Source: an optimization exercise on an open RTL-to-GDS flow (aim: small area and few clock cycles). Production flows keep margins and buffers that such runs may drop.
Only simulation tests tie the RTL to the original design; equivalence was not proved.

$ cat design/flow/config.mk
export PLATFORM = sky130hd
export DESIGN_NAME = rgb_led_blink_breathe_driver
export DESIGN_NICKNAME = rgb_led_blink_breathe_driver
export VERILOG_FILES = /design/flow/design.v
export SDC_FILE = /design/flow/constraint.sdc
export NUM_CORES = 4
export LEC_CHECK = 0
export CAP_MARGIN = 20
export CORE_MARGIN = 2
export CORE_UTILIZATION = 40
export SLEW_MARGIN = 20
$ cat design/flow/constraint.sdc
create_clock -name core_clock -period 6.0 [get_ports {clk}]
set_input_delay 1.2000 -clock core_clock [delete_from_list [all_inputs] [get_ports {clk}]]
set_output_delay 1.2000 -clock core_clock [all_outputs]
set_load 0.01 [all_outputs]
$ cat design/flow/design.v
`timescale 1ns / 1ps
module rgbd_add16
(
    input  logic [15:0] a,
    input  logic [15:0] b,
    input  logic        cin,
    output logic [15:0] s,
    output logic        cout
);
    wire [15:0] g, p;
    assign g = a & b;
    assign p = a ^ b;
    wire G0 = g[0] | (p[0] & cin);
    wire G1 = g[1] | (p[1] & G0);
    wire P1 = p[1] & p[0];
    wire G2 = g[3] | (p[3] & g[2]);
    wire P2 = p[3] & p[2];
    wire G3 = g[5] | (p[5] & g[4]);
    wire P3 = p[5] & p[4];
    wire G4 = g[7] | (p[7] & g[6]);
    wire P4 = p[7] & p[6];
    wire G5 = g[9] | (p[9] & g[8]);
    wire P5 = p[9] & p[8];
    wire G6 = g[11] | (p[11] & g[10]);
    wire P6 = p[11] & p[10];
    wire G7 = g[13] | (p[13] & g[12]);
    wire P7 = p[13] & p[12];
    wire G8 = g[15] | (p[15] & g[14]);
    wire P8 = p[15] & p[14];
    wire G9 = G2 | (P2 & G1);
    wire P9 = P2 & P1;
    wire G10 = G4 | (P4 & G3);
    wire P10 = P4 & P3;
    wire G11 = G6 | (P6 & G5);
    wire P11 = P6 & P5;
    wire G12 = G8 | (P8 & G7);
    wire P12 = P8 & P7;
    wire G13 = G10 | (P10 & G9);
    wire P13 = P10 & P9;
    wire G14 = G12 | (P12 & G11);
    wire P14 = P12 & P11;
    wire G15 = G14 | (P14 & G13);
    wire P15 = P14 & P13;
    wire G16 = G11 | (P11 & G13);
    wire P16 = P11 & P13;
    wire G17 = G3 | (P3 & G9);
    wire P17 = P3 & P9;
    wire G18 = G5 | (P5 & G13);
    wire P18 = P5 & P13;
    wire G19 = G7 | (P7 & G16);
    wire P19 = P7 & P16;
    wire G20 = g[2] | (p[2] & G1);
    wire P20 = p[2] & P1;
    wire G21 = g[4] | (p[4] & G9);
    wire P21 = p[4] & P9;
    wire G22 = g[6] | (p[6] & G17);
    wire P22 = p[6] & P17;
    wire G23 = g[8] | (p[8] & G13);
    wire P23 = p[8] & P13;
    wire G24 = g[10] | (p[10] & G18);
    wire P24 = p[10] & P18;
    wire G25 = g[12] | (p[12] & G16);
    wire P25 = p[12] & P16;
    wire G26 = g[14] | (p[14] & G19);
    wire P26 = p[14] & P19;
    assign s[0] = p[0] ^ cin;
    assign s[1] = p[1] ^ G0;
    assign s[2] = p[2] ^ G1;
    assign s[3] = p[3] ^ G20;
    assign s[4] = p[4] ^ G9;
    assign s[5] = p[5] ^ G21;
    assign s[6] = p[6] ^ G17;
    assign s[7] = p[7] ^ G22;
    assign s[8] = p[8] ^ G13;
    assign s[9] = p[9] ^ G23;
    assign s[10] = p[10] ^ G18;
    assign s[11] = p[11] ^ G24;
    assign s[12] = p[12] ^ G16;
    assign s[13] = p[13] ^ G25;
    assign s[14] = p[14] ^ G19;
    assign s[15] = p[15] ^ G26;
    assign cout = G15;
endmodule
`timescale 1ns / 1ps
module rgbd_front
(
    input  logic        clk,
    input  logic        rst_n,
    input  logic        en,          
    input  logic        cmd_valid,
    output logic        cmd_ready,
    input  logic [1:0]  cmd_func,
    input  logic [23:0] cmd_colour,
    input  logic        cfg_valid,
    input  logic        cfg_addr,
    input  logic [15:0] cfg_data,
    output logic        produce,     
    output logic        show_wave,   
    output logic [7:0]  next_idx,    
    output logic [20:0] half_base    
);
    localparam logic [1:0] FUNC_TICK  = 2'd0;
    localparam logic [1:0] FUNC_SET   = 2'd1;
    localparam logic [1:0] FUNC_BLINK = 2'd2;
    localparam logic [1:0] FUNC_PULSE = 2'd3;
    logic [15:0] blink_time_reg;
    logic [15:0] pulse_step_reg;
    logic        blink_on_reg;
    logic        pulse_on_reg;
    logic        stale_reg;
    logic [15:0] acc_reg;
    logic [20:0] half_base_reg;
    logic [15:0] acc_sum;
    logic [15:0] acc_sum2;
    logic        accept;
    logic        blink_end;
    logic        colour_zero;
    assign cmd_ready   = en && !stale_reg;
    assign accept      = cmd_valid && cmd_ready;
    rgbd_add16 u_add_step (
        .a    (acc_reg),
        .b    (blink_on_reg ? 16'd1 : pulse_step_reg),
        .cin  (1'b0),
        .s    (acc_sum),
        .cout ()
    );
    rgbd_add16 u_add_step2 (
        .a    (acc_reg),
        .b    ({pulse_step_reg[14:0], 1'b0}),
        .cin  (1'b0),
        .s    (acc_sum2),
        .cout ()
    );
    rgbd_add16 u_cmp_time (
        .a    (acc_sum),
        .b    (~blink_time_reg),
        .cin  (1'b1),
        .s    (),
        .cout (blink_end)
    );
    assign colour_zero = (cmd_colour == 24'd0);
    assign half_base   = half_base_reg;
    always_comb
    begin
        produce   = 1'b0;
        show_wave = 1'b0;
        next_idx  = acc_sum[15:8];
        if (accept)
        begin
            case (cmd_func)
                FUNC_TICK:
                begin
                    produce   = blink_on_reg ? blink_end : pulse_on_reg;
                    show_wave = !blink_on_reg;
                    next_idx  = acc_sum2[15:8];
                end
                FUNC_PULSE:
                begin
                    produce   = colour_zero;
                    next_idx  = {~pulse_step_reg[15], pulse_step_reg[14:8]};
                end
                default:
                    produce   = 1'b1;
            endcase
        end
    end
    always_ff @(posedge clk or negedge rst_n)
    begin
        if (!rst_n)
        begin
            blink_time_reg <= 16'd200;
            pulse_step_reg <= 16'd33;
            stale_reg      <= 1'b0;
        end
        else
        begin
            if (cfg_valid)
            begin
                if (cfg_addr) pulse_step_reg <= cfg_data;
                else          blink_time_reg <= cfg_data;
            end
            stale_reg <= cfg_valid && cfg_addr;
        end
    end
    always_ff @(posedge clk or negedge rst_n)
    begin
        if (!rst_n)
        begin
            blink_on_reg <= 1'b0;
            pulse_on_reg <= 1'b0;
        end
        else if (accept)
        begin
            case (cmd_func)
                FUNC_TICK:
                    if (blink_on_reg && blink_end) blink_on_reg <= 1'b0;
                FUNC_SET:
                    ;
                FUNC_BLINK:
                begin
                    blink_on_reg <= 1'b1;
                    pulse_on_reg <= 1'b0;
                end
                default:
                begin
                    blink_on_reg <= 1'b0;
                    pulse_on_reg <= !colour_zero;
                end
            endcase
        end
    end
    always_ff @(posedge clk)
    begin
        if (accept)
        begin
            case (cmd_func)
                FUNC_TICK:  acc_reg <= acc_sum;
                FUNC_SET:   ;
                FUNC_BLINK: acc_reg <= 16'h0000;
                default:    acc_reg <= 16'h8000;
            endcase
            if (cmd_func == FUNC_PULSE)
                half_base_reg <= {cmd_colour[23:17], cmd_colour[15:9], cmd_colour[7:1]};
        end
    end
endmodule
`timescale 1ns / 1ps
module rgbd_back
(
    input  logic [6:0]  h,       
    input  logic [13:0] w,       
    input  logic [15:0] w3,      
    input  logic        neg,     
    output logic [7:0]  duty     
);
    wire s1_0 = h[0] & ~h[1], s2_0 = ~h[0] & h[1], s3_0 = h[0] & h[1];
    wire s1_1 = h[2] & ~h[3], s2_1 = ~h[2] & h[3], s3_1 = h[2] & h[3];
    wire s1_2 = h[4] & ~h[5], s2_2 = ~h[4] & h[5], s3_2 = h[4] & h[5];
    wire [6:0] hx = h ^ {7{neg}};
    wire p0_6 = (s1_0 & w[6]) | (s2_0 & w[5]) | (s3_0 & w3[6]);
    wire p0_7 = (s1_0 & w[7]) | (s2_0 & w[6]) | (s3_0 & w3[7]);
    wire p0_8 = (s1_0 & w[8]) | (s2_0 & w[7]) | (s3_0 & w3[8]);
    wire p0_9 = (s1_0 & w[9]) | (s2_0 & w[8]) | (s3_0 & w3[9]);
    wire p0_10 = (s1_0 & w[10]) | (s2_0 & w[9]) | (s3_0 & w3[10]);
    wire p0_11 = (s1_0 & w[11]) | (s2_0 & w[10]) | (s3_0 & w3[11]);
    wire p0_12 = (s1_0 & w[12]) | (s2_0 & w[11]) | (s3_0 & w3[12]);
    wire p0_13 = (s1_0 & w[13]) | (s2_0 & w[12]) | (s3_0 & w3[13]);
    wire p0_14 = (s2_0 & w[13]) | (s3_0 & w3[14]);
    wire p0_15 = (s3_0 & w3[15]);
    wire p1_4 = (s1_1 & w[4]) | (s2_1 & w[3]) | (s3_1 & w3[4]);
    wire p1_5 = (s1_1 & w[5]) | (s2_1 & w[4]) | (s3_1 & w3[5]);
    wire p1_6 = (s1_1 & w[6]) | (s2_1 & w[5]) | (s3_1 & w3[6]);
    wire p1_7 = (s1_1 & w[7]) | (s2_1 & w[6]) | (s3_1 & w3[7]);
    wire p1_8 = (s1_1 & w[8]) | (s2_1 & w[7]) | (s3_1 & w3[8]);
    wire p1_9 = (s1_1 & w[9]) | (s2_1 & w[8]) | (s3_1 & w3[9]);
    wire p1_10 = (s1_1 & w[10]) | (s2_1 & w[9]) | (s3_1 & w3[10]);
    wire p1_11 = (s1_1 & w[11]) | (s2_1 & w[10]) | (s3_1 & w3[11]);
    wire p1_12 = (s1_1 & w[12]) | (s2_1 & w[11]) | (s3_1 & w3[12]);
    wire p1_13 = (s1_1 & w[13]) | (s2_1 & w[12]) | (s3_1 & w3[13]);
    wire p1_14 = (s2_1 & w[13]) | (s3_1 & w3[14]);
    wire p1_15 = (s3_1 & w3[15]);
    wire p2_2 = (s1_2 & w[2]) | (s2_2 & w[1]) | (s3_2 & w3[2]);
    wire p2_3 = (s1_2 & w[3]) | (s2_2 & w[2]) | (s3_2 & w3[3]);
    wire p2_4 = (s1_2 & w[4]) | (s2_2 & w[3]) | (s3_2 & w3[4]);
    wire p2_5 = (s1_2 & w[5]) | (s2_2 & w[4]) | (s3_2 & w3[5]);
    wire p2_6 = (s1_2 & w[6]) | (s2_2 & w[5]) | (s3_2 & w3[6]);
    wire p2_7 = (s1_2 & w[7]) | (s2_2 & w[6]) | (s3_2 & w3[7]);
    wire p2_8 = (s1_2 & w[8]) | (s2_2 & w[7]) | (s3_2 & w3[8]);
    wire p2_9 = (s1_2 & w[9]) | (s2_2 & w[8]) | (s3_2 & w3[9]);
    wire p2_10 = (s1_2 & w[10]) | (s2_2 & w[9]) | (s3_2 & w3[10]);
    wire p2_11 = (s1_2 & w[11]) | (s2_2 & w[10]) | (s3_2 & w3[11]);
    wire p2_12 = (s1_2 & w[12]) | (s2_2 & w[11]) | (s3_2 & w3[12]);
    wire p2_13 = (s1_2 & w[13]) | (s2_2 & w[12]) | (s3_2 & w3[13]);
    wire p2_14 = (s2_2 & w[13]) | (s3_2 & w3[14]);
    wire p2_15 = (s3_2 & w3[15]);
    wire p3_0 = h[6] & w[0];
    wire p3_1 = h[6] & w[1];
    wire p3_2 = h[6] & w[2];
    wire p3_3 = h[6] & w[3];
    wire p3_4 = h[6] & w[4];
    wire p3_5 = h[6] & w[5];
    wire p3_6 = h[6] & w[6];
    wire p3_7 = h[6] & w[7];
    wire p3_8 = h[6] & w[8];
    wire p3_9 = h[6] & w[9];
    wire p3_10 = h[6] & w[10];
    wire p3_11 = h[6] & w[11];
    wire p3_12 = h[6] & w[12];
    wire p3_13 = h[6] & w[13];
    wire n0 = p0_6 ^ p1_4;
    wire n1 = p0_6 & p1_4;
    wire n2 = p0_7 ^ p1_5;
    wire n3 = p0_7 & p1_5;
    wire n4 = p0_8 ^ p1_6;
    wire n5 = p0_8 & p1_6;
    wire n6 = p0_9 ^ p1_7;
    wire n7 = p0_9 & p1_7;
    wire n8 = p0_10 ^ p1_8;
    wire n9 = p0_10 & p1_8;
    wire n10 = p0_11 ^ p1_9;
    wire n11 = p0_11 & p1_9;
    wire n12 = p0_12 ^ p1_10;
    wire n13 = p0_12 & p1_10;
    wire n14 = p0_13 ^ p1_11;
    wire n15 = n14 ^ p2_9;
    wire n16 = (p0_13 & p1_11) | (p2_9 & n14);
    wire n17 = p0_14 ^ p1_12;
    wire n18 = n17 ^ p2_10;
    wire n19 = (p0_14 & p1_12) | (p2_10 & n17);
    wire n20 = p0_15 ^ p1_13;
    wire n21 = n20 ^ p2_11;
    wire n22 = (p0_15 & p1_13) | (p2_11 & n20);
    wire n23 = p1_14 ^ p2_12;
    wire n24 = p1_14 & p2_12;
    wire n25 = p1_15 ^ p2_13;
    wire n26 = p1_15 & p2_13;
    wire n27 = p2_2 ^ p3_0;
    wire n28 = p2_2 & p3_0;
    wire n29 = p2_3 ^ p3_1;
    wire n30 = n29 ^ n1;
    wire n31 = (p2_3 & p3_1) | (n1 & n29);
    wire n32 = p2_4 ^ p3_2;
    wire n33 = n32 ^ n3;
    wire n34 = (p2_4 & p3_2) | (n3 & n32);
    wire n35 = p2_5 ^ p3_3;
    wire n36 = n35 ^ n5;
    wire n37 = (p2_5 & p3_3) | (n5 & n35);
    wire n38 = p2_6 ^ p3_4;
    wire n39 = n38 ^ n7;
    wire n40 = (p2_6 & p3_4) | (n7 & n38);
    wire n41 = p2_7 ^ p3_5;
    wire n42 = n41 ^ n9;
    wire n43 = (p2_7 & p3_5) | (n9 & n41);
    wire n44 = p2_8 ^ p3_6;
    wire n45 = n44 ^ n11;
    wire n46 = (p2_8 & p3_6) | (n11 & n44);
    wire n47 = p3_7 ^ 1'b1;
    wire n48 = n47 ^ n13;
    wire n49 = (p3_7 & 1'b1) | (n13 & n47);
    wire n50 = p3_8 ^ hx[0];
    wire n51 = n50 ^ n16;
    wire n52 = (p3_8 & hx[0]) | (n16 & n50);
    wire n53 = p3_9 ^ hx[1];
    wire n54 = n53 ^ n19;
    wire n55 = (p3_9 & hx[1]) | (n19 & n53);
    wire n56 = p3_10 ^ hx[2];
    wire n57 = n56 ^ n22;
    wire n58 = (p3_10 & hx[2]) | (n22 & n56);
    wire n59 = p3_11 ^ hx[3];
    wire n60 = n59 ^ n24;
    wire n61 = (p3_11 & hx[3]) | (n24 & n59);
    wire n62 = p2_14 ^ p3_12;
    wire n63 = n62 ^ hx[4];
    wire n64 = (p2_14 & p3_12) | (hx[4] & n62);
    wire n65 = p2_15 ^ p3_13;
    wire n66 = p2_15 & p3_13;
    wire n67 = 1'b1 ^ n0;
    wire n68 = 1'b1 & n0;
    wire n69 = n2 ^ n28;
    wire n70 = n69 ^ n30;
    wire n71 = (n2 & n28) | (n30 & n69);
    wire n72 = n4 ^ n31;
    wire n73 = n72 ^ n33;
    wire n74 = (n4 & n31) | (n33 & n72);
    wire n75 = n6 ^ n34;
    wire n76 = n75 ^ n36;
    wire n77 = (n6 & n34) | (n36 & n75);
    wire n78 = n8 ^ n37;
    wire n79 = n78 ^ n39;
    wire n80 = (n8 & n37) | (n39 & n78);
    wire n81 = n10 ^ n40;
    wire n82 = n81 ^ n42;
    wire n83 = (n10 & n40) | (n42 & n81);
    wire n84 = n12 ^ n43;
    wire n85 = n84 ^ n45;
    wire n86 = (n12 & n43) | (n45 & n84);
    wire n87 = n15 ^ n46;
    wire n88 = n87 ^ n48;
    wire n89 = (n15 & n46) | (n48 & n87);
    wire n90 = n18 ^ n49;
    wire n91 = n90 ^ n51;
    wire n92 = (n18 & n49) | (n51 & n90);
    wire n93 = n21 ^ n52;
    wire n94 = n93 ^ n54;
    wire n95 = (n21 & n52) | (n54 & n93);
    wire n96 = n23 ^ n55;
    wire n97 = n96 ^ n57;
    wire n98 = (n23 & n55) | (n57 & n96);
    wire n99 = n25 ^ n58;
    wire n100 = n99 ^ n60;
    wire n101 = (n25 & n58) | (n60 & n99);
    wire n102 = n26 ^ n61;
    wire n103 = n102 ^ n63;
    wire n104 = (n26 & n61) | (n63 & n102);
    wire n105 = hx[5] ^ n64;
    wire n106 = n105 ^ n65;
    wire n107 = (hx[5] & n64) | (n65 & n105);
    wire n108 = hx[6] ^ n66;
    wire n109 = hx[6] & n66;
    wire [15:0] sum;
    rgbd_add16 u_add (
        .a    ({neg, n107, n104, n101, n98, n95, n92, n89, n86, n83, n80, n77, n74, n71, n68, n27}),
        .b    ({n109, n108, n106, n103, n100, n97, n94, n91, n88, n85, n82, n79, n76, n73, n70, n67}),
        .cin  (1'b0),
        .s    (sum),
        .cout ()
    );
    assign duty = sum[15:8] ^ {8{~neg}};
endmodule
module rgbd_slope
(
    input  logic [7:0]  k,       
    output logic [13:0] w,
    output logic        neg
);
    function automatic logic [13:0] slope_rom(input logic [6:0] j);
        case (j)
            7'd0  : slope_rom = 14'd16368;
            7'd1  : slope_rom = 14'd16368;
            7'd2  : slope_rom = 14'd16368;
            7'd3  : slope_rom = 14'd16336;
            7'd4  : slope_rom = 14'd16304;
            7'd5  : slope_rom = 14'd16260;
            7'd6  : slope_rom = 14'd16208;
            7'd7  : slope_rom = 14'd16141;
            7'd8  : slope_rom = 14'd16069;
            7'd9  : slope_rom = 14'd15984;
            7'd10 : slope_rom = 14'd15893;
            7'd11 : slope_rom = 14'd15791;
            7'd12 : slope_rom = 14'd15679;
            7'd13 : slope_rom = 14'd15556;
            7'd14 : slope_rom = 14'd15425;
            7'd15 : slope_rom = 14'd15285;
            7'd16 : slope_rom = 14'd15135;
            7'd17 : slope_rom = 14'd14978;
            7'd18 : slope_rom = 14'd14810;
            7'd19 : slope_rom = 14'd14634;
            7'd20 : slope_rom = 14'd14448;
            7'd21 : slope_rom = 14'd14256;
            7'd22 : slope_rom = 14'd14034;
            7'd23 : slope_rom = 14'd13842;
            7'd24 : slope_rom = 14'd13622;
            7'd25 : slope_rom = 14'd13395;
            7'd26 : slope_rom = 14'd13161;
            7'd27 : slope_rom = 14'd12916;
            7'd28 : slope_rom = 14'd12663;
            7'd29 : slope_rom = 14'd12406;
            7'd30 : slope_rom = 14'd12139;
            7'd31 : slope_rom = 14'd11864;
            7'd32 : slope_rom = 14'd11584;
            7'd33 : slope_rom = 14'd11298;
            7'd34 : slope_rom = 14'd11002;
            7'd35 : slope_rom = 14'd10702;
            7'd36 : slope_rom = 14'd10392;
            7'd37 : slope_rom = 14'd10078;
            7'd38 : slope_rom = 14'd9759;
            7'd39 : slope_rom = 14'd9431;
            7'd40 : slope_rom = 14'd9107;
            7'd41 : slope_rom = 14'd8763;
            7'd42 : slope_rom = 14'd8423;
            7'd43 : slope_rom = 14'd8075;
            7'd44 : slope_rom = 14'd7722;
            7'd45 : slope_rom = 14'd7366;
            7'd46 : slope_rom = 14'd7005;
            7'd47 : slope_rom = 14'd6639;
            7'd48 : slope_rom = 14'd6270;
            7'd49 : slope_rom = 14'd5900;
            7'd50 : slope_rom = 14'd5516;
            7'd51 : slope_rom = 14'd5140;
            7'd52 : slope_rom = 14'd4756;
            7'd53 : slope_rom = 14'd4372;
            7'd54 : slope_rom = 14'd3980;
            7'd55 : slope_rom = 14'd3588;
            7'd56 : slope_rom = 14'd3196;
            7'd57 : slope_rom = 14'd2800;
            7'd58 : slope_rom = 14'd2400;
            7'd59 : slope_rom = 14'd2005;
            7'd60 : slope_rom = 14'd1605;
            7'd61 : slope_rom = 14'd1205;
            7'd62 : slope_rom = 14'd803;
            7'd63 : slope_rom = 14'd402;
            7'd64 : slope_rom = 14'd18;
            default: slope_rom = 14'd0;
        endcase
    endfunction
    logic [6:0] j;
    assign j   = k[6] ? 7'd64 - {1'b0, k[5:0]} : {1'b0, k[5:0]};
    assign neg = k[7] ^ k[6];
    assign w   = slope_rom(j);
endmodule
`timescale 1ns / 1ps
module rgb_led_blink_breathe_driver
(
    input  logic       clk,
    input  logic       rst_n,
    input  logic       cmd_valid,
    output logic       cmd_ready,
    input  logic [1:0] cmd_func,
    input  logic [7:0] cmd_red,
    input  logic [7:0] cmd_green,
    input  logic [7:0] cmd_blue,
    input  logic        cfg_valid,
    output logic        cfg_ready,
    input  logic        cfg_addr,
    input  logic [15:0] cfg_data,
    output logic       led_valid,
    input  logic       led_ready,
    output logic [7:0] led_duty_red,
    output logic [7:0] led_duty_green,
    output logic [7:0] led_duty_blue
);
    logic        en;
    logic [23:0] cmd_colour;
    logic        produce, show_wave;
    logic [7:0]  next_idx;
    logic [20:0] half_base;
    logic [14-1:0] slope;
    logic        neg;
    logic [14-1:0] slope_reg;
    logic [14+1:0] slope3;
    logic        neg_reg;
    logic [2:0][7:0] wave_duty;
    logic [23:0] duty_next;
    logic        out_v_reg;
    logic [23:0] duty_reg;
    assign en         = !out_v_reg || led_ready;
    assign cfg_ready  = 1'b1;
    assign cmd_colour = {cmd_blue, cmd_green, cmd_red};
    rgbd_front u_front (
        .clk        (clk),
        .rst_n      (rst_n),
        .en         (en),
        .cmd_valid  (cmd_valid),
        .cmd_ready  (cmd_ready),
        .cmd_func   (cmd_func),
        .cmd_colour (cmd_colour),
        .cfg_valid  (cfg_valid),
        .cfg_addr   (cfg_addr),
        .cfg_data   (cfg_data),
        .produce    (produce),
        .show_wave  (show_wave),
        .next_idx   (next_idx),
        .half_base  (half_base)
    );
    rgbd_slope u_slope (
        .k   (next_idx),
        .w   (slope),
        .neg (neg)
    );
    always_ff @(posedge clk)
    begin
        slope_reg <= slope;
        neg_reg   <= neg;
    end
    rgbd_add16 u_add_slope3 (
        .a    ({2'd0, slope_reg}),
        .b    ({1'd0, slope_reg, 1'b0}),
        .cin  (1'b0),
        .s    (slope3),
        .cout ()
    );
    for (genvar ch = 0; ch < 3; ch++)
    begin : g_ch
        rgbd_back u_back (
            .h    (half_base[ch*7 +: 7]),
            .w    (slope_reg),
            .w3   (slope3),
            .neg  (neg_reg),
            .duty (wave_duty[ch])
        );
    end
    assign duty_next = show_wave ? wave_duty
                     : (cmd_func == 2'd0) ? 24'hFFFFFF
                     : ~cmd_colour;
    always_ff @(posedge clk or negedge rst_n)
    begin
        if (!rst_n)
            out_v_reg <= 1'b0;
        else if (en)
            out_v_reg <= produce;
    end
    always_ff @(posedge clk)
    begin
        if (en) duty_reg <= duty_next;
    end
    assign led_valid      = out_v_reg;
    assign led_duty_red   = duty_reg[7:0];
    assign led_duty_green = duty_reg[15:8];
    assign led_duty_blue  = duty_reg[23:16];
endmodule
$ cat design/flow/flow/run.sh
#!/bin/bash
# Own layout flow: the standard layout (standard.sh's make command, same
# settings and targets), except that the synthesis's final ABC technology
# mapping runs flow/area.abc instead of ORFS's abc_speed/abc_area script.
# Registers, their names and cell types are those of the standard synthesis:
# the change is only in how ABC maps the combinational logic.
set -euo pipefail
WORK=$(pwd)

# Synthesis script: synth_recipe.tcl with Yosys's abc command wrapped so that
# its -script argument names flow/area.abc.
{
  cat <<'TCL'
proc abc {args} {
  set i [lsearch -exact $args -script]
  if { $i >= 0 } {
    set args [lreplace $args [expr {$i + 1}] [expr {$i + 1}] $::env(OWN_ABC_SCRIPT)]
  }
  yosys abc {*}$args
}
TCL
  cat "$WORK/synth_recipe.tcl"
} > "$WORK/own_synth.tcl"
export OWN_ABC_SCRIPT="$WORK/flow/area.abc"

# standard.sh with the synthesis script swapped
sed "s|SYNTH_SCRIPT=[^ ]*|SYNTH_SCRIPT=$WORK/own_synth.tcl|" "$WORK/standard.sh" > "$WORK/own_standard.sh"
grep -q "SYNTH_SCRIPT=$WORK/own_synth.tcl" "$WORK/own_standard.sh"

bash "$WORK/own_standard.sh" finish > "$WORK/orfs_make.log" 2>&1
test -s "$WORK/out/final.def"
$ cat design/flow/flow/area.abc
strash
ifraig
scorr
dc2
dretime
strash
&get -n
&dch -f
&nf
&put
$ cat design/flow/standard.sh
#!/bin/bash
# synth_recipe.tcl (not shown) runs the flow's synth.tcl, then flattens the netlist and writes it again
# the make line also repeats each setting of config.mk as NAME=value (left out here)
make -C /OpenROAD-flow-scripts/flow DESIGN_CONFIG=/design/flow/config.mk WORK_HOME=/design/flow/orfs CLKGATE_MAP_FILE= SYNTH_SCRIPT=/design/flow/synth_recipe.tcl "${@:-finish}"
==> impl_metrics.env, run 1 <==
export IMPL_antenna_found_initial=0
export IMPL_worstPathArrival_ps=6180
export IMPL_syn_num_nets=1653
export IMPL_syn_area_um2=12600
export IMPL_crit_top_cell="a21oi_2"
export IMPL_dieHeight_um=182
export IMPL_hold_viol=0
export IMPL_hp_class="reg -> reg"
export IMPL_fin_crit_ps=6090
export IMPL_failed_checks="negative setup slack"
export IMPL_cts_tree="done"
export IMPL_critPathKind="reg -> reg"
export IMPL_nets=1881
export IMPL_cp_slowest_cell="fa_1"
export IMPL_wirelength_um=36600
export IMPL_syn_avg_cell_area_um2=9.34
export IMPL_die_area_um2=33100
export IMPL_drtPass1Iterations=8
export IMPL_cts_hold_buffers=0
export IMPL_drc_errors=0
export IMPL_coreArea_um2=31300
export IMPL_ys_warn_count=3
export IMPL_syn_to_final_growth_pct=24.5
export IMPL_dp_hpwl_um=28200
export IMPL_synth_top_area_share_pct=17.6
export IMPL_yosys_top_cells_area="fa_1 18%, edfxtp_1 14%, ha_1 14%"
export IMPL_finalClockSkew_ps=15.9
export IMPL_synth_enable_flop_cells=61
export IMPL_place_ws_ps=-377
export IMPL_clockBufferDepth=2
export IMPL_synth_seq_area_share_pct=24.0
export IMPL_post_place_cells=1952
export IMPL_crit_path_start_kind="flip-flop"
export IMPL_drv_cap=0
export IMPL_largest_reg_flops=24
export IMPL_critPathCaptureType="flip-flop"
export IMPL_final_layout_size_suffix_gt1_share_pct=16.4
export IMPL_synth_cells=1355
export IMPL_top_level_ports=75
export IMPL_ys_ff_latch=112
export IMPL_timing_max_transition_violations_final=0
export IMPL_crit_required_ps=6100
export IMPL_setup_violations=6
export IMPL_avgViaCountPerCell=5.63
export IMPL_grt_pass1_vias=11572
export IMPL_antenna_cells=0
export IMPL_yosysUniqueCellTypes=47
export IMPL_slew_headroom_pct=32.8
export IMPL_initial_core_util_pct=40.4
export IMPL_die_x_um=182
export IMPL_ant_nets=0
export IMPL_ys_top_cells_by_count="179 x clkinv_1, 139 x ha_1, 120 x o21ai_0, 117 x nand2_1, 111 x fa_1"
export IMPL_critical_path_peak_fanout=2
export IMPL_whs_ps=494
export IMPL_grt_max_degree=37
export IMPL_slowest_delay_ps=530
export IMPL_grt_pass1_wl_um=59200
export IMPL_gp_congestion=0.886
export IMPL_wire_per_inst_um=18.4
export IMPL_clkTransAtPathRegs_ps=90
export IMPL_async_reset_ff_share_pct=32.1
export IMPL_fmax_mhz=164
export IMPL_fin_ws_ps=-85.4
export IMPL_cts_buffers=9
export IMPL_fin_crit_sh_pct=101
export IMPL_grt_ovfl_total=0
export IMPL_tightest_slew_ps=1000
export IMPL_yosysMostFrequentCell="clkinv_1"
export IMPL_ys_flop_type="edfxtp_1"
export IMPL_drtIter0Drc=823
export IMPL_clock_latency_ps=370
export IMPL_track_usage_pct=22.4
export IMPL_htree_levels=3
export IMPL_root_buffer="clkbuf_16"
export IMPL_synth_top_area_cell="fa_1"
export IMPL_port_buffers=73
export IMPL_status="finished with violations"
export IMPL_rsz0062_at_grt="true"
export IMPL_stdcell_count=1990
export IMPL_fp_row_count=65
export IMPL_vias=11207
export IMPL_cts_sinks=112
==> layout by cell type (no fill, tap or decap), drive strengths merged, types with 9 or more instances in the layout <==
| master | n |
|---|---|
| clkinv | 170 |
| nand3 | 16 |
| a21oi | 68 |
| o21ai | 120 |
| edfxtp | 61 |
| nand2b | 10 |
| mux2 | 17 |
| and3 | 15 |
| fa | 111 |
| xnor2 | 51 |
| a221oi | 14 |
| and2 | 29 |
| o21a | 11 |
| a21o | 22 |
| nand2 | 117 |
| clkdlybuf4s50 | 72 |
| a31oi | 12 |
| a22oi | 85 |
| buf | 146 |
| nor3 | 9 |
| nor2b | 33 |
| xor2 | 35 |
| dfxtp | 15 |
| nor2 | 77 |
| ha | 139 |
| inv | 15 |
| a221o | 21 |
| dfrtp | 31 |
| clkbuf | 10 |
==> per-stage QoR <==
stage | instance area, um^2 | utilization (%) | TNS (ps)
after global routing | 15800 | 50.3 | -2390
final | 15800 | 50.3 | -308
after global placement | 14900 | 47.7 | -1580
after CTS | 15500 | 49.4 | -1250
after floorplan | 12800 | - | -95.9
after detailed placement | 14900 | 47.7 | -2900
==> path summary, 6_finish.rpt <==
check | from | endpoint | slack (ps) | cells after the start
worst max-delay path | slope_reg[1]$_DFF_P_ | duty_reg[6]$_DFFE_PN_ | -90 | 29
worst min-delay path | u_front.pulse_on_reg$_DFFE_PN0P_ | u_front.pulse_on_reg$_DFFE_PN0P_ | 490 | 1
worst max register to register | slope_reg[1]$_DFF_P_ | duty_reg[6]$_DFFE_PN_ | -90 | 29
worst min register to register | u_front.pulse_on_reg$_DFFE_PN0P_ | u_front.pulse_on_reg$_DFFE_PN0P_ | 490 | 1
max in group asynchronous | rst_n | u_front.pulse_step_reg[14]$_DFFE_PN0P_ | 4520 | 1
min in group asynchronous | rst_n | u_front.pulse_step_reg[6]$_DFFE_PN0P_ | 940 | 1
==> critical path, delay by kind of cell (launching register included) <==
kind | cells | cell delay (ps)
flip-flops | 1 | 360
XOR/XNOR | 2 | 290
AND/OR/NAND/NOR | 1 | 90
adder cells (fa/ha/maj) | 7 | 2630
buffers and inverters | 5 | 400
AO/OA/AOI/OAI | 14 | 2050
==> repair_timing <==
item                                    4_1_cts  5_1_grt
gates resized for setup                      46       67
pin swaps                                    48       75
setup buffers                                14       10
endpoints found under the setup margin       16       32
endpoints found under the hold margin         0        0
==> layout make-up <==
| class | count | area, um^2 |
|---|---|---|
| inverters | 179 | 683 |
| flip-flops and latches | 112 | 3050 |
| well taps | 402 | 503 |
| repair buffers | 218 | 1880 |
| clock inverters | 6 | 51.3 |
| multi-input cells | 1063 | 9360 |
| fillers | 2896 | 15600 |
| clock buffers | 10 | 229 |
==> layer usage <==
metal / global-route usage [%] / routed length (um)
met2: 39.7 / 18400
met1: 28.0 / 15300
met3: 3.01 / 1770
met4: 8.10 / 1150
met5: 0 / 0
==> kinds of logic (layout without fill, tap and decap cells) <==
logic type / count (synthesis) / after routing / share of synthesized area (%)
AOI/OAI and AO/OA: 388 / 388 / 19.9
xor gates and xnor gates: 86 / 86 / 5.95
adders and majority gates: 250 / 250 / 31.3
buffers and inverters: 180 / 413 / 5.37
DFF: 112 / 112 / 24.0
muxes: 20 / 20 / 1.75
other: 1 / 1 / 0.0296
and+or+nand+nor: 318 / 318 / 11.7
Testbench counts, summed over its fixed seeds: cycles 20,208.
==> run 2, diff against run 1 <==
==> design/flow/run.sh (new file) <==
#!/bin/bash
# synth_recipe.tcl (not shown) runs the flow's synth.tcl, then flattens the netlist and writes it again
# the make line also repeats each setting of config.mk as NAME=value (left out here)
make -C /OpenROAD-flow-scripts/flow DESIGN_CONFIG=/design/flow/config.mk WORK_HOME=/design/flow/orfs CLKGATE_MAP_FILE= SYNTH_SCRIPT=/design/flow/synth_recipe.tcl finish
--- a/design/flow/config.mk
+++ b/design/flow/config.mk
@@ -6,4 +6,5 @@
 export NUM_CORES = 4
 export LEC_CHECK = 0
+export ABC_AREA = 1
 export CAP_MARGIN = 20
 export CORE_MARGIN = 2
removed: design/flow/flow/run.sh
removed: design/flow/flow/area.abc
removed: design/flow/standard.sh
==> run 2 against run 1 <==
Effect of this change:
- now clean on timing, DRC and antenna
- cell count is 14% higher
- clock skew is essentially flat
- hold slack worse by 2.4 ps
- largest cell class unchanged
==> impl_metrics.env, run 2 <==
export IMPL_status="complete, no violations"
export IMPL_clock_latency_ps=390
export IMPL_async_reset_ff_share_pct=32.1
export IMPL_coreArea_um2=33600
export IMPL_track_usage_pct=22.4
export IMPL_syn_area_um2=13700
export IMPL_critPathCaptureType="flip-flop"
export IMPL_critPathKind="reg -> reg"
export IMPL_grt_ovfl_total=0
export IMPL_wire_per_inst_um=17.5
export IMPL_finalClockSkew_ps=16.3
export IMPL_cts_buffers=9
export IMPL_ys_top_cells_by_count="400 x nand2_1, 295 x inv_1, 139 x ha_1, 111 x fa_1, 84 x nand3_1"
export IMPL_ys_warn_count=3
export IMPL_initial_core_util_pct=40.7
export IMPL_antenna_found_initial=0
export IMPL_synth_top_family_by_area="adder cells"
export IMPL_synth_seq_area_share_pct=22.2
export IMPL_whs_ps=491
export IMPL_synth_cells=1709
export IMPL_antenna_cells=0
export IMPL_synthMuxAreaShare_pct=0
export IMPL_ant_nets=0
export IMPL_synth_top_area_cell="fa_1"
export IMPL_avgViaCountPerCell=5.38
export IMPL_dieHeight_um=189
export IMPL_critical_path_peak_fanout=5
export IMPL_tightest_slew_ps=1030
export IMPL_ys_flop_type="edfxtp_1"
export IMPL_cts_tree="done"
export IMPL_yosysMostFrequentCell="nand2_1"
export IMPL_vias=12218
export IMPL_top_level_ports=75
export IMPL_fin_crit_sh_pct=98.0
export IMPL_final_area_um2=16300
export IMPL_syn_avg_cell_area_um2=8.00
export IMPL_crit_required_ps=6100
export IMPL_hp_class="reg -> reg"
export IMPL_setup_violations=0
export IMPL_die_area_um2=35700
export IMPL_synth_top_area_share_pct=16.3
export IMPL_critPathCapture="duty_reg[6]$_DFFE_PN_"
export IMPL_fmax_mhz=170
export IMPL_wirelength_um=39700
export IMPL_rsz0062_at_grt="true"
export IMPL_crit_top_cell="fa_1"
export IMPL_die_x_um=189
export IMPL_slowest_delay_ps=510
export IMPL_syn_to_final_growth_pct=19.0
export IMPL_synth_compound_area_share_pct=13.9
export IMPL_synth_fa_ha_area_share_pct=29.0
export IMPL_finish_utilization_pct=48.4
export IMPL_timing_max_transition_violations_final=0
export IMPL_cp_slowest_cell="fa_1"
export IMPL_root_buffer="clkbuf_16"
export IMPL_fp_row_count=67
export IMPL_rr_worst_depth=28
export IMPL_worstPathArrival_ps=5980
export IMPL_setup_tns_ps=0
export IMPL_syn_num_nets=2007
export IMPL_drtPass1Iterations=6
export IMPL_slew_headroom_pct=31.1
export IMPL_layout_commonest_cell="nand2_1"
export IMPL_yosys_top_cells_area="fa_1 16%, edfxtp_1 13%, ha_1 13%"
export IMPL_drv_cap=0
export IMPL_dp_hpwl_um=30600
export IMPL_crit_reg2reg_launch="slope_reg[2]$_SDFF_PP0_"
export IMPL_clockBufferDepth=2
export IMPL_hold_viol=0
export IMPL_grt_max_degree=38
export IMPL_largest_reg_flops=24
export IMPL_crit_start="slope_reg[2]$_SDFF_PP0_"
export IMPL_clkTransAtPathRegs_ps=90
export IMPL_port_buffers=73
export IMPL_drtIter0Drc=903
export IMPL_synth_enable_flop_cells=61
export IMPL_crit_path_start_kind="flip-flop"
export IMPL_gp_congestion=0.908
export IMPL_yosysUniqueCellTypes=52
export IMPL_cts_sinks=112
export IMPL_ys_ff_latch=112
export IMPL_nets=2115
export IMPL_yosys_area_share_simple_pct=19.4
export IMPL_grt_pass1_vias=12302
export IMPL_synth_xor_area_share_pct=4.61
export IMPL_rrSetupSlack_ps=120
export IMPL_fin_crit_ps=5880
export IMPL_place_area_um2=15200
export IMPL_drc_errors=0
export IMPL_worstReg2RegEnd="duty_reg[6]$_DFFE_PN_"
export IMPL_layout_common_cells="392 x nand2_1, 282 x inv_1, 116 x ha_1"
export IMPL_final_layout_size_suffix_gt1_share_pct=14.5
export IMPL_grt_pass1_wl_um=63800
export IMPL_htree_levels=3
[run 2: critical path, delay by kind of cell, from the launching register on]
family / cells / cell delay [ps]
XOR/XNOR: 1 / 140
AO/OA/AOI/OAI: 12 / 1710
AND/OR/NAND/NOR: 2 / 270
flip-flops: 1 / 390
buffers and inverters: 6 / 570
adder cells (fa/ha/maj): 7 / 2520
[run 2: worst min path at each step]
stage / startpoint / end / cells after the start
final: u_front.blink_time_reg[5]$_DFFE_PN0P_ / u_front.blink_time_reg[5]$_DFFE_PN0P_ / 2
after global routing: u_front.blink_time_reg[9]$_DFFE_PN0P_ / u_front.blink_time_reg[9]$_DFFE_PN0P_ / 2
after CTS: u_front.blink_time_reg[11]$_DFFE_PN0P_ / u_front.blink_time_reg[11]$_DFFE_PN0P_ / 2
after detailed placement: u_front.blink_time_reg[9]$_DFFE_PN0P_ / u_front.blink_time_reg[9]$_DFFE_PN0P_ / 2
after global placement: u_front.blink_time_reg[1]$_DFFE_PN0P_ / u_front.blink_time_reg[1]$_DFFE_PN0P_ / 2
after floorplan: u_front.blink_time_reg[0]$_DFFE_PN0P_ / u_front.blink_time_reg[0]$_DFFE_PN0P_ / 2
[run 2: repair_timing]
action                                  in CTS  in global routing
hold endpoints to repair                     0                  0
setup buffers                                0                 16
pin swaps                                    2                 50
endpoints found under the setup margin      18                 16
cloned                                       0                  1
hold buffers                                 0                  0
resized for setup                           17                121
[run 2: final cells by class]
type | instances | area, um^2
clock buffers | 9 | 225
repair buffers | 165 | 1470
clock inverters | 7 | 88.8
inverters | 303 | 1140
fillers | 3244 | 17400
multi-input cells | 1226 | 9740
well taps | 448 | 561
flip-flops and latches | 112 | 3050
[run 2: cells by family (layout without fill, tap and decap cells)]
kind of cell	count (synthesis)	count (layout)
AND/OR/NAND/NOR	617	617
XOR/XNOR	72	72
AO/OA/AOI/OAI	286	286
buffers and inverters	371	484
other	1	1
flip-flops	112	112
adder cells (fa/ha/maj)	250	250
[run 2: through the flow]
stage	setup WS, ps	std cells
after detailed placement	-572	2238
after floorplan	52.2	1709
final	121	2270
after CTS	28.6	2254
after global routing	-127	2270
after global placement	-399	2238
[run 2: layer usage]
layer / vias up / GRT usage (%) / share of wire, %
li1: 5852 / - / -
met1: 5933 / 27.7 / 42
met2: 363 / 41.3 / 52
met3: 70 / 2.22 / 4.0
met4: 0 / 6.13 / 2.0
met5: - / 0 / 0
==> run 3, diff against run 2 <==
==> design/flow/flow/run.sh (new file) <==
#!/bin/bash
set -euo pipefail
WORK=$(pwd)
bash "$WORK/standard.sh" "BUFFER_PORTS_ARGS=-buffer_cell sky130_fd_sc_hd__buf_1" finish > "$WORK/orfs_make.log" 2>&1
test -s "$WORK/out/final.def"
==> design/flow/standard.sh (new file) <==
#!/bin/bash
# synth_recipe.tcl (not shown) runs the flow's synth.tcl, then flattens the netlist and writes it again
# the make line also repeats each setting of config.mk as NAME=value (left out here)
make -C /OpenROAD-flow-scripts/flow DESIGN_CONFIG=/design/flow/config.mk WORK_HOME=/design/flow/orfs CLKGATE_MAP_FILE= SYNTH_SCRIPT=/design/flow/synth_recipe.tcl "${@:-finish}"
removed: design/flow/run.sh
==> run 3 against run 2 <==
Effect of this change:
- non-clock buffer count is 6 lower
- cell count is 0.26% lower
- critical path type unchanged
- critical endpoint is now duty_reg[12]$_DFFE_PN_
- largest cell class unchanged
- highest routed layer unchanged
==> impl_metrics.env, run 3 <==
export IMPL_synth_enable_flop_cells=61
export IMPL_critPathCaptureType="flip-flop"
export IMPL_clock_latency_ps=390
export IMPL_synth_seq_area_share_pct=22.2
export IMPL_yosys_area_share_simple_pct=19.4
export IMPL_top_level_ports=75
export IMPL_ys_warn_count=3
export IMPL_slowest_delay_ps=560
export IMPL_status="complete, no violations"
export IMPL_crit_path_start_kind="flip-flop"
export IMPL_slew_headroom_pct=34.2
export IMPL_gp_congestion=0.960
export IMPL_finalClockSkew_ps=14.2
export IMPL_nets=2109
export IMPL_timing_max_transition_violations_final=0
export IMPL_fp_row_count=67
export IMPL_root_buffer="clkbuf_16"
export IMPL_final_layout_size_suffix_gt1_share_pct=12.3
export IMPL_syn_to_final_growth_pct=13.5
export IMPL_htree_levels=3
export IMPL_syn_num_nets=2007
export IMPL_nFillCells=3389
export IMPL_yosysUniqueCellTypes=52
export IMPL_ant_nets=0
export IMPL_drtIter0Drc=1104
export IMPL_largest_reg_flops=24
export IMPL_critPathKind="reg -> reg"
export IMPL_synth_fa_ha_area_share_pct=29.0
export IMPL_ys_ff_latch=112
export IMPL_synth_top_family_by_area="adder cells"
export IMPL_synth_xor_area_share_pct=4.61
export IMPL_die_x_um=189
export IMPL_fin_crit_sh_pct=99.0
export IMPL_ys_top_cells_by_count="400 x nand2_1, 295 x inv_1, 139 x ha_1, 111 x fa_1, 84 x nand3_1"
export IMPL_yosysMostFrequentCell="nand2_1"
export IMPL_rsz0062_at_grt="true"
export IMPL_avgViaCountPerCell=5.43
export IMPL_wirelength_um=39600
export IMPL_synth_cells=1709
export IMPL_grt_max_degree=38
export IMPL_tightest_slew_ps=985
export IMPL_cts_tree="done"
export IMPL_vias=12301
export IMPL_worstPathArrival_ps=6050
export IMPL_synth_top_area_share_pct=16.3
export IMPL_drc_errors=0
export IMPL_antenna_cells=0
export IMPL_synth_top_area_cell="fa_1"
export IMPL_fmax_mhz=168
export IMPL_yosys_top_cells_area="fa_1 16%, edfxtp_1 13%, ha_1 13%"
export IMPL_hp_class="reg -> reg"
export IMPL_cts_buffers=9
export IMPL_crit_top_cell="inv_2"
export IMPL_fin_crit_ps=5940
export IMPL_cts_sinks=112
export IMPL_dieHeight_um=189
export IMPL_async_reset_ff_share_pct=32.1
export IMPL_grt_ovfl_total=0
export IMPL_initial_core_util_pct=40.7
export IMPL_syn_avg_cell_area_um2=8.00
export IMPL_antenna_found_initial=0
export IMPL_synthMuxAreaShare_pct=0
export IMPL_die_area_um2=35700
export IMPL_drtPass1Iterations=5
export IMPL_cts_hold_buffers=0
export IMPL_track_usage_pct=22.4
export IMPL_grt_pass1_vias=12466
export IMPL_setup_tns_ps=0
export IMPL_crit_required_ps=6110
export IMPL_drv_cap=0
export IMPL_layout_commonest_cell="nand2_1"
export IMPL_critical_path_peak_fanout=4
export IMPL_hold_viol=0
export IMPL_clkTransAtPathRegs_ps=90
export IMPL_synth_compound_area_share_pct=13.9
export IMPL_clockBufferDepth=2
export IMPL_dp_hpwl_um=31100
export IMPL_cp_slowest_cell="fa_2"
export IMPL_place_ws_ps=-261
export IMPL_layout_common_cells="396 x nand2_1, 287 x inv_1, 129 x ha_1"
export IMPL_syn_area_um2=13700
export IMPL_fin_ws_ps=62.4
export IMPL_grt_pass1_wl_um=64000
export IMPL_port_buffers=73
export IMPL_setup_violations=0
export IMPL_coreArea_um2=33600
export IMPL_wire_per_inst_um=17.5
export IMPL_ys_flop_type="edfxtp_1"
## run 3: repair_timing
item	CTS	global route
pin swaps	5	44
setup endpoints to repair	11	15
gates resized for setup	13	77
buffers inserted	1	6
## run 3: path summary, 6_finish.rpt
check                                                       from                                     to  slack, ps  cells after the start
min reg2reg                u_front.blink_time_reg[0]$_DFFE_PN0P_  u_front.blink_time_reg[0]$_DFFE_PN0P_        490                      2
max reg2reg                              slope_reg[2]$_SDFF_PP0_                 duty_reg[12]$_DFFE_PN_         60                     26
min in group asynchronous                                  rst_n  u_front.pulse_step_reg[6]$_DFFE_PN0P_        950                      1
max in group asynchronous                                  rst_n       u_front.pulse_on_reg$_DFFE_PN0P_       4460                      1
min                        u_front.blink_time_reg[0]$_DFFE_PN0P_  u_front.blink_time_reg[0]$_DFFE_PN0P_        490                      2
max                                      slope_reg[2]$_SDFF_PP0_                 duty_reg[12]$_DFFE_PN_         60                     26
## run 3: layer usage
metal / vias up / track usage (%) / share of wire (%)
li1: 5832 / - / -
met2: 411 / 40.2 / 50
met1: 5963 / 27.9 / 42
met3: 95 / 2.47 / 4.5
met5: - / 0 / 0
met4: 0 / 7.93 / 3.3
## run 3: logic make-up (layout without fill, tap and decap cells)
| kind of cell | Yosys count | in the layout |
|---|---|---|
| xor+xnor | 72 | 72 |
| compound gates | 286 | 286 |
| fa+ha+maj | 250 | 250 |
| buf+inv | 371 | 478 |
| flops | 112 | 112 |
| other cells | 1 | 1 |
| simple gates | 617 | 617 |
## run 3: critical path, delay by kind of cell, from the launching register on
kind,cells,cell delay (ps)
AOI/OAI and AO/OA,13,2010
xor gates and xnor gates,1,110
adders and majority gates,7,2850
buffers and inverters,5,320
DFF,1,370
## run 3: through the flow
stage	utilization, %	hold slack, ps	instances	area [um^2]
floorplan	-	453	1709	13700
global placement	43.9	470	2242	14800
detailed placement	43.9	476	2242	14800
CTS	45.0	499	2259	15100
global route	46.2	526	2264	15500
finish	46.2	494	2264	15500
## run 3: area by class of cell
type | instances | area [um^2] | area share, %
multi-input cells | 1226 | 9510 | 61.3
flip-flops and latches | 112 | 3050 | 19.6
inverters | 303 | 1140 | 7.33
repair buffers | 159 | 943 | 6.08
well taps | 448 | 561 | 3.61
clock buffers | 9 | 225 | 1.45
clock inverters | 7 | 93.8 | 0.605

==> static timing again, ports no longer ideal <==
No port has a modelled driver above. Below, the same layouts with a new extraction and two added sets of constraints. Step 1: set_driving_cell puts a clkbuf_16 on clk and a buf_2 on each other input, an assumption about the parent block. Step 2 also shifts input and output timing later by t, the mid clock arrival at the registers, as if the neighbouring blocks saw the same clock. Three values: no drivers, after step 1, after step 2; two values: the first two.
run | shift t [ns] | setup slack, ns | hold slack, ns | latest minus earliest clock arrival (ns) | pins driven straight from the clock port
run 1 | 0.418 | -0.085 / -0.085 / -0.085 | 0.494 / 0.494 / 0.494 | 0.016 / 0.016 | 1
run 2 | 0.434 | 0.121 / 0.121 / 0.121 | 0.491 / 0.491 / 0.491 | 0.016 / 0.017 | 1
run 3 | 0.428 | 0.062 / 0.062 / 0.062 | 0.494 / 0.494 / 0.494 | 0.022 / 0.022 | 1
